Background: an optimization exercise with open tools, aiming at small area, a short achievable clock period and few clock cycles per item. Do not read the settings as production practice.
Only simulation tests tie the RTL to the original design; equivalence was not proved.

## raven
Design mdc_top, start of the top module:
module mdc_top (
    input  logic                        clk,
    input  logic                        rst_n,
    input  logic                        in_valid,
    input  logic [15-1:0]      in_data,
    input  logic [9-1:0] in_mode,
    output logic                        out_valid,
    output logic [207-1:0]       out_data
);
    localparam int EW = 11;    
    localparam int MW = 22;             
    localparam int AW = 34;             
    logic [4:0] t_q;
    logic [4:0] t_nx;
    logic       det3_q;
    logic       start;
    logic       mode_det3;
    assign start = in_valid && (t_q == 5'd0 || t_q >= 5'd16);
    localparam int NOV = 16;
    logic [NOV-1:0] ov_q;
    logic           fin;
    assign fin = det3_q ? (t_q == 5'd17) : (t_q == 5'd16);
    always_comb begin
        t_nx = t_q;
        if (start) begin
            t_nx = 5'd1;
        end else if (t_q != 5'd0 && t_q < 5'd16) begin
            if (in_valid) t_nx = t_q + 5'd1;
        end else if (t_q >= 5'd16 && t_q != 5'd20) begin
            t_nx = t_q + 5'd1;
        end
    end
    always_ff @(posedge clk or negedge rst_n) begin
        if (!rst_n) begin
            t_q       <= 5'd0;
            out_valid <= 1'b0;
            ov_q      <= '0;
        end else begin
            t_q       <= t_nx;
            out_valid <= fin;
            ov_q      <= {NOV{fin}};
        end
    end
    logic [9-1:0] mraw_q;
    always_ff @(posedge clk) begin
        if (start) mraw_q <= in_mode;
        det3_q <= mode_det3;
    end
    logic [4:0] t_up;
    assign t_up = t_q + 5'd1;
    logic c_ma, c_mb, c_sh;
    logic c_m01, c_m12, c_m23, c_n02, c_n13;
    logic c0_zs3, c0_zs1, c0_ws3, c0_ws1;
    logic c1_zs2, c1_zs0, c1_ws2, c1_ws0;
    always_ff @(posedge clk) begin
            c_mb    <= det3_q && (t_up == 5'd12 || t_up == 5'd13);
            c_ma    <= det3_q && (t_up == 5'd13 || t_up == 5'd14);
            c_sh    <= !det3_q && (t_up == 5'd6  || t_up == 5'd7  || t_up == 5'd8  ||
  ...
Size in the first run: about 240 I/O pins, roughly 48000 um2 of cells after synthesis.
export LEC_CHECK = 0
export CAP_MARGIN = 20
export CORE_MARGIN = 2
export CORE_UTILIZATION = 40
export SLEW_MARGIN = 20
export SYNTH_HIERARCHICAL = 1
export SYNTH_MINIMUM_KEEP_SIZE = 0
create_clock -name core_clock -period 20.0 [get_ports {clk}]
standard.sh (not shown) runs the stock make flow with config.mk's settings and CLKGATE_MAP_FILE= SYNTH_SCRIPT=/design/flow/synth_recipe.tcl, a recipe that flattens the netlist after the stock synthesis.
==> flow/flow/run.sh <==
#!/bin/bash
# Standard synthesis and layout, with two changes to how the layout is
# made: the ports get plain buffers (buf_2) instead of the delay-cell
# buffers buffer_ports picks by default, and the resizer's setup repair
# aims at a tighter slack than the clock period alone asks for. Each
# tool's full output goes to a log file in this folder (ORFS keeps its
# per-step logs under orfs/logs as well).
set -euo pipefail
MARGIN=$(cat flow/margin.txt)
bash standard.sh SETUP_SLACK_MARGIN="$MARGIN" \
    BUFFER_PORTS_ARGS="-buffer_cell sky130_fd_sc_hd__buf_2" finish > flow_make.log 2>&1
==> flow/flow/margin.txt <==
13
raven: done, clean on timing, DRC and antenna
Testbench counts of raven, summed over its fixed seeds: cycles 42,002, matrices 2,400.
### raven -> juniper
==> flow/flow/margin.txt <==
13.5
==> notes.md <==
Between raven and juniper, the final instance count without filler cells does not differ in any meaningful way.
On met3 usage in global routing, juniper tracks raven almost exactly.
Compared with raven, in juniper post-route worst hold slack held steady; area of the multi-input gates neither gained nor lost much.
Comparing raven and juniper, final critical delay including setup and external delays is lower on juniper.
juniper: area growth from synthesis to layout 0.19 points above raven
Met1 track demand over resource in juniper vs raven: up 0.15 points

---

Setup of job 2374:
mdc_top, a different RTL version from the one above (not shown whole).
Size: ~4,000 cells after synthesis, ~240 I/O pins, roughly 46,000 sq um of cells after synthesis.
==> flow/config.mk <==
export PLATFORM = sky130hd
export DESIGN_NAME = mdc_top
export DESIGN_NICKNAME = mdc_top
export VERILOG_FILES = /design/flow/design.v
export SDC_FILE = /design/flow/constraint.sdc
export NUM_CORES = 4
export LEC_CHECK = 0
export CAP_MARGIN = 20
export CORE_MARGIN = 2
export CORE_UTILIZATION = 40
export SLEW_MARGIN = 20
export SYNTH_HIERARCHICAL = 1
export SYNTH_MINIMUM_KEEP_SIZE = 0
==> flow/constraint.sdc <==
create_clock -name core_clock -period 20.0 [get_ports {clk}]
set_input_delay 4.0000 -clock core_clock [delete_from_list [all_inputs] [get_ports {clk}]]
set_output_delay 4.0000 -clock core_clock [all_outputs]
set_load 0.01 [all_outputs]
==> flow/flow/margin.txt <==
13.5
Scripts as last shown in full above: flow/flow/run.sh
Testbench counts of job 2374, summed over its fixed seeds: cycles 42,002, matrices 2,400.
The following lists how job 2669 was set up differently from job 2374:
==> flow/flow/margin.txt <==
14
### Flow results
Post-detailed-placement half-perimeter wirelength for job 2669: 0.55% up relative to job 2374. On number of diodes added for antenna fixing: job 2669 sits above job 2374. Diff job 2374 -> job 2669: depth of the worst register-to-register path increased 3, I/O pin count now sits at about the same level. Setup WNS job 2374 -> job 2669: better.
diff inputs: job 2669 => job 8101
==> flow/flow/margin.txt <==
13
==> notes.md <==
Looking at average detailed-routed wire length per instance, job 8101 sits below job 2669. Biggest fanout along the worst timing path (higher): job 8101. Comparing job 8101 and job 2669, the higher via count of the first global-routing pass was measured on job 2669. From job 2669 to job 8101, synthesized cell count did not move at all. Job 2669 → job 8101: largest net degree at the start of global routing lost 17, final routed wirelength across all metal layers saw a decrease. From job 2669 to job 8101 the numbers moved as follows: worst hold slack rose by 0.0035 ns, antenna diode instance count down 2, via count lost 2,206.

---

cedar:
Another version of the RTL of mdc_top (not shown whole).
For scale: roughly 3,900 cells after synthesis, roughly 240 I/O pins, ~0.044 mm2 of cells after synthesis.
==> flow/config.mk <==
export PLATFORM = sky130hd
export DESIGN_NAME = mdc_top
export DESIGN_NICKNAME = mdc_top
export VERILOG_FILES = /design/flow/design.v
export SDC_FILE = /design/flow/constraint.sdc
export NUM_CORES = 4
export LEC_CHECK = 0
export CAP_MARGIN = 20
export CORE_MARGIN = 2
export CORE_UTILIZATION = 50
export SLEW_MARGIN = 20
export SYNTH_HIERARCHICAL = 1
export SYNTH_MINIMUM_KEEP_SIZE = 0
==> flow/constraint.sdc <==
create_clock -name core_clock -period 20.0 [get_ports {clk}]
set_input_delay 4.0000 -clock core_clock [delete_from_list [all_inputs] [get_ports {clk}]]
set_output_delay 4.0000 -clock core_clock [all_outputs]
set_load 0.01 [all_outputs]
==> flow/flow/margin.txt <==
14
Scripts as last shown in full above: flow/flow/run.sh
Testbench counts of cedar, summed over its fixed seeds: cycles 42,002, matrices 2,400.
diff inputs: cedar => garnet
Settings: changing CORE_UTILIZATION from 50 to 40.
==> notes.md <==
Compared with cedar, garnet shows a placed instance count that is about 5% higher.
Measured against garnet, the routed wire length per instance of cedar comes out at 1.06 times the reference value.
garnet ended with less number of detailed-routing iterations run before antenna repair than cedar.
garnet leaves more setup margin than cedar.
[compare] base=cedar new=garnet: cell area rose 0.67%; utilization now sits lower; sequential cell area share shrank by 0.19 points.
Compare garnet and cedar | number of fill cells lower: cedar
diff inputs: garnet => quartz
==> flow/flow/margin.txt <==
13.75
==> comparison <==
Having completed the whole flow, quartz delivered a layout that passed the timing, DRC and antenna checks.
Of garnet and quartz, the higher worst setup slack belongs to garnet.
Looking at garnet and quartz, the hold slack is a wash.
[quartz] period utilization rose 1.2 points relative to garnet
Modified inputs, amber compared to quartz
==> flow/flow/margin.txt <==
14.1
Results
- The higher sequential share of layout area of amber and quartz is in quartz.
- Run comparison: quartz startpoint of the worst setup timing path c1_zs2; amber startpoint of the worst setup timing path in_data[4]
- Higher setup slack after placement goes to amber over quartz.
- Summary — worst path arrival time, amber relative to quartz: lower, by 0.09 ns.
For yarrow, these inputs were changed with respect to amber:
==> flow/flow/margin.txt <==
14.25
Results
- Going from amber to yarrow, utilization grows by 1.0 points.
- Diff amber -> yarrow: maximum frequency increased 1.2%, final period demand of the worst path decreased 0.068 ns, clock latency on the worst-skew pair essentially unchanged, final area increased 0.0011 mm2.
- yarrow finished all stages; the layout is clean.

---

== run 1 ==
Another version of the RTL of mdc_top (not shown whole).
Size in the first run: ~4,000 cells after synthesis, about 240 I/O pins.
export LEC_CHECK = 0
export CAP_MARGIN = 20
export CORE_MARGIN = 2
export CORE_UTILIZATION = 40
export SLEW_MARGIN = 20
export SYNTH_HIERARCHICAL = 1
export SYNTH_MINIMUM_KEEP_SIZE = 0
create_clock -name core_clock -period 20.0 [get_ports {clk}]
==> flow/flow/margin.txt <==
14.5
Scripts as last shown in full above: flow/flow/run.sh
Testbench counts of run 1, summed over its fixed seeds: cycles 42,002, matrices 2,400.
Modified inputs, run 2 compared to run 1
==> flow/flow/margin.txt <==
14
--- a/flow/config.mk
+++ b/flow/config.mk
@@ -9,3 +9,3 @@
 export CORE_MARGIN = 2
-export CORE_UTILIZATION = 40
+export CORE_UTILIZATION = 55
 export SLEW_MARGIN = 20
--- outcome ---
Run 1 completed every stage of the flow, and the final layout passed the timing, DRC and antenna checks.
Run 2 ended with every stage complete and zero timing, DRC or antenna violations.
On wire length per cell after detailed routing: between run 1 and run 2, it ends up lower for run 1.
On sequential share of layout area, the lower figure sits with run 1, not run 2.
In the metrics for run 1 and run 2, the one carrying the lower worst setup slack after layout is run 2.
Between run 2 and run 1, the flip-flop and latch area does not differ in any meaningful way.
Largest stage delay on the critical path in run 2 vs run 1: up 0.33 ns
Wire length of the first global-routing pass (run 2 over run 1): decrease, 1.7%
Run 1 has lower core utilization than run 2.
Diff run 1 -> run 2: multi-input combinational cell area dropped about 8%, wire length shows a reduction of about 3.6%.
Modified inputs, run 3 compared to run 2
--- a/flow/config.mk
+++ b/flow/config.mk
@@ -10,2 +10,3 @@
 export CORE_UTILIZATION = 55
+export GPL_TIMING_DRIVEN = 1
 export SLEW_MARGIN = 20
==> comparison <==
From run 2 to run 3, final instance count without filler cells did not move at all.
As far as first-iteration DRC count goes, run 2 and run 3 are indistinguishable; the numbers are identical.
Final worst-path setup slack: run 3 vs run 2 identical
Comparing run 3 against run 2, there is no change at all in remaining max-slew budget at the tightest pin.
Looking at run 2 and run 3, the portion of the clock cycle consumed by the worst path in the final layout is a wash.
Compared run 3 against run 2; number of clock sinks within noise.
From run 2 to run 3, worst hold path cell count did not move at all.
Delta (run 3 minus run 2): number of resized instances in the post-cts repair step roughly the same, cell area after layout roughly the same.

---

mdc_top, a different RTL version from the one above (not shown whole).
Size: about 4000 cells after synthesis.
Design mdc_top, start of the top module:
module mdc_top (
    input  logic                        clk,
    input  logic                        rst_n,
    input  logic                        in_valid,
    input  logic [15-1:0]      in_data,
    input  logic [9-1:0] in_mode,
    output logic                        out_valid,
    output logic [207-1:0]       out_data
);
Settings: LEC_CHECK=0, CAP_MARGIN=20, CORE_MARGIN=2, CORE_UTILIZATION=40, SLEW_MARGIN=20, SYNTH_HIERARCHICAL=1, SYNTH_MINIMUM_KEEP_SIZE=0; clock period 20.0 ns.
==> flow/flow/run.sh <==
#!/bin/bash
# Standard synthesis and layout, with the resizer's setup repair aimed at
# a tighter slack than the clock period alone asks for. Each tool's full
# output goes to a log file in this folder (ORFS keeps its per-step logs
# under orfs/logs as well).
set -euo pipefail
MARGIN=$(cat flow/margin.txt)
bash standard.sh SETUP_SLACK_MARGIN="$MARGIN" finish > flow_make.log 2>&1
==> flow/flow/margin.txt <==
15
The first run completed with no timing, DRC or antenna violations.
Testbench counts at the start, summed over its fixed seeds: cycles 42,002, matrices 2,400.
Rerun with:
==> flow/flow/margin.txt (replaced) <==
13
Outcome: The changed run ran to the end with no violations; worst setup slack is worse by 0.41 ns; routed wire length decreases by 14%; sequential share of layout area increases by 4.7 points; cell area decreases by 17%.
Rerun with:
==> flow/run.sh (new file) <==
#!/bin/bash
# synth_recipe.tcl (not shown) runs the flow's synth.tcl, then flattens the netlist and writes it again
# the make line also repeats each setting of config.mk as NAME=value (left out here)
make -C /OpenROAD-flow-scripts/flow DESIGN_CONFIG=/design/flow/config.mk WORK_HOME=/design/flow/orfs CLKGATE_MAP_FILE= SYNTH_SCRIPT=/design/flow/synth_recipe.tcl finish
removed: flow/flow/run.sh
removed: flow/flow/margin.txt
removed: flow/standard.sh
The changed run ran to the end with no violations.
Worst setup slack is worse by 0.74 ns.
Global-route usage barely changes.
Via count hardly moves.
Non-clock buffer count stays the same.
Fmax went down by about 10%.
Routed wire length barely changes.
Rerun with:
==> flow/flow/run.sh (new file) <==
#!/bin/bash
# Standard synthesis and layout, with the resizer's setup repair aimed at
# a tighter slack than the clock period alone asks for. Each tool's full
# output goes to a log file in this folder (ORFS keeps its per-step logs
# under orfs/logs as well).
set -euo pipefail
MARGIN=$(cat flow/margin.txt)
bash standard.sh SETUP_SLACK_MARGIN="$MARGIN" finish > flow_make.log 2>&1
==> flow/flow/margin.txt (new file) <==
14
==> flow/standard.sh (new file) <==
#!/bin/bash
# synth_recipe.tcl (not shown) runs the flow's synth.tcl, then flattens the netlist and writes it again
# the make line also repeats each setting of config.mk as NAME=value (left out here)
make -C /OpenROAD-flow-scripts/flow DESIGN_CONFIG=/design/flow/config.mk WORK_HOME=/design/flow/orfs CLKGATE_MAP_FILE= SYNTH_SCRIPT=/design/flow/synth_recipe.tcl "${@:-finish}"
removed: flow/run.sh
The changed run produced a clean layout; critical path depth rose by 4; die area stays the same; final area rose by 13%.

---

RTL: one of the versions met above, not the one the previous note started from.
Size in the first run: roughly 240 I/O pins.
export LEC_CHECK = 0
export CAP_MARGIN = 20
export CORE_MARGIN = 2
export CORE_UTILIZATION = 65
export GPL_TIMING_DRIVEN = 1
export SLEW_MARGIN = 20
export SYNTH_HIERARCHICAL = 1
export SYNTH_MINIMUM_KEEP_SIZE = 0
create_clock -name core_clock -period 20.0 [get_ports {clk}]
==> flow/flow/run.sh <==
#!/bin/bash
# Standard synthesis and layout, with the resizer's setup repair aimed at
# a tighter slack than the clock period alone asks for. Each tool's full
# output goes to a log file in this folder (ORFS keeps its per-step logs
# under orfs/logs as well).
set -euo pipefail
MARGIN=$(cat flow/margin.txt)
bash standard.sh SETUP_SLACK_MARGIN="$MARGIN" finish > flow_make.log 2>&1
==> flow/flow/margin.txt <==
13.5
The baseline went through all stages and came out clean.
Testbench counts at the start, summed over its fixed seeds: cycles 42,002, matrices 2,400.
==> next run, changes <==
==> flow/flow/run.sh (replaced) <==
#!/bin/bash
# Standard synthesis and layout, with two changes to how the layout is
# made: the ports get plain buffers (buf_2) instead of the delay-cell
# buffers buffer_ports picks by default, and after floorplanning the
# resizer's setup repair aims at a tighter slack than the clock period
# alone asks for. Each tool's full output goes to a log file in this
# folder (ORFS keeps its per-step logs under orfs/logs as well).
set -euo pipefail
MARGIN=$(cat flow/margin.txt)
bash standard.sh synth floorplan > flow_make_floorplan.log 2>&1
bash standard.sh SETUP_SLACK_MARGIN="$MARGIN" \
    BUFFER_PORTS_ARGS="-buffer_cell sky130_fd_sc_hd__buf_2" finish > flow_make.log 2>&1
==> flow/flow/margin.txt (replaced) <==
14
CORE_UTILIZATION = 40   (was 65)
GPL_TIMING_DRIVEN = not set   (was 1)
Result: Design area rises by a few percent; routed wire length rises by a few percent; setup slack gains 0.039 ns; die area rises by well over a third; via count falls slightly; final cell count rises by roughly a tenth; synthesized area stays the same.

==> afterwards: timing with drivers on the ports <==
How much do the figures lean on ideal ports? The routed layouts below were timed once more, with nothing changed but the port constraints. Step 1: set_driving_cell puts a clkbuf_16 on clk and a buf_2 on each other input, an assumption about the parent block. Step 2 adds t to the input delays and takes it off the output delays; t is the mean of the earliest and latest rising clock arrival at the registers after step 1. Input paths then give back, and output paths get back, about the clock's delay inside the block. a / b / c = ideal ports / drivers / drivers and shift; a / b = the first two.
run	t (ns)	setup slack, ns	worst hold slack (ns)	pins driven straight from the clock port
raven	0.693	13.287 / 13.222 / 13.413	0.304 / 0.304 / 0.304	1
juniper	0.693	13.638 / 13.573 / 13.419	0.304 / 0.304 / 0.304	1
job 2374	0.716	13.552 / 13.552 / 13.552	0.326 / 0.326 / 0.326	1
job 2669	0.693	13.633 / 13.633 / 13.633	0.323 / 0.323 / 0.323	1
job 8101	0.718	13.119 / 13.119 / 13.119	0.326 / 0.326 / 0.326	1
cedar	0.689	14.041 / 14.023 / 13.396	0.326 / 0.326 / 0.326	1
garnet	0.714	14.138 / 14.082 / 13.489	0.320 / 0.320 / 0.320	1
quartz	0.715	13.903 / 13.903 / 13.311	0.320 / 0.320 / 0.320	1
amber	0.703	14.174 / 14.129 / 13.514	0.306 / 0.306 / 0.306	1
yarrow	0.720	14.242 / 14.169 / 13.597	0.326 / 0.326 / 0.326	1
run 1	0.728	14.311 / 14.244 / 13.716	0.321 / 0.321 / 0.321	1
run 2	0.708	14.077 / 14.018 / 13.416	0.328 / 0.328 / 0.328	1
run 3	0.708	14.077 / 14.018 / 13.416	0.328 / 0.328 / 0.328	1
the first run of note 5	0.687	13.576 / 13.576 / 13.576	0.323 / 0.323 / 0.323	1
the second run of note 5	0.691	13.165 / 13.091 / 13.239	0.326 / 0.326 / 0.326	1
the third run of note 5	0.691	12.421 / 12.421 / 12.421	0.326 / 0.326 / 0.326	1
the fourth run of note 5	0.696	13.696 / 13.696 / 13.428	0.327 / 0.327 / 0.327	1
the first run of note 6	0.693	13.502 / 13.470 / 13.502	0.314 / 0.314 / 0.314	1
the second run of note 6	0.722	13.541 / 13.541 / 13.541	0.326 / 0.326 / 0.326	1
After both steps setup and hold are still met in every run listed.
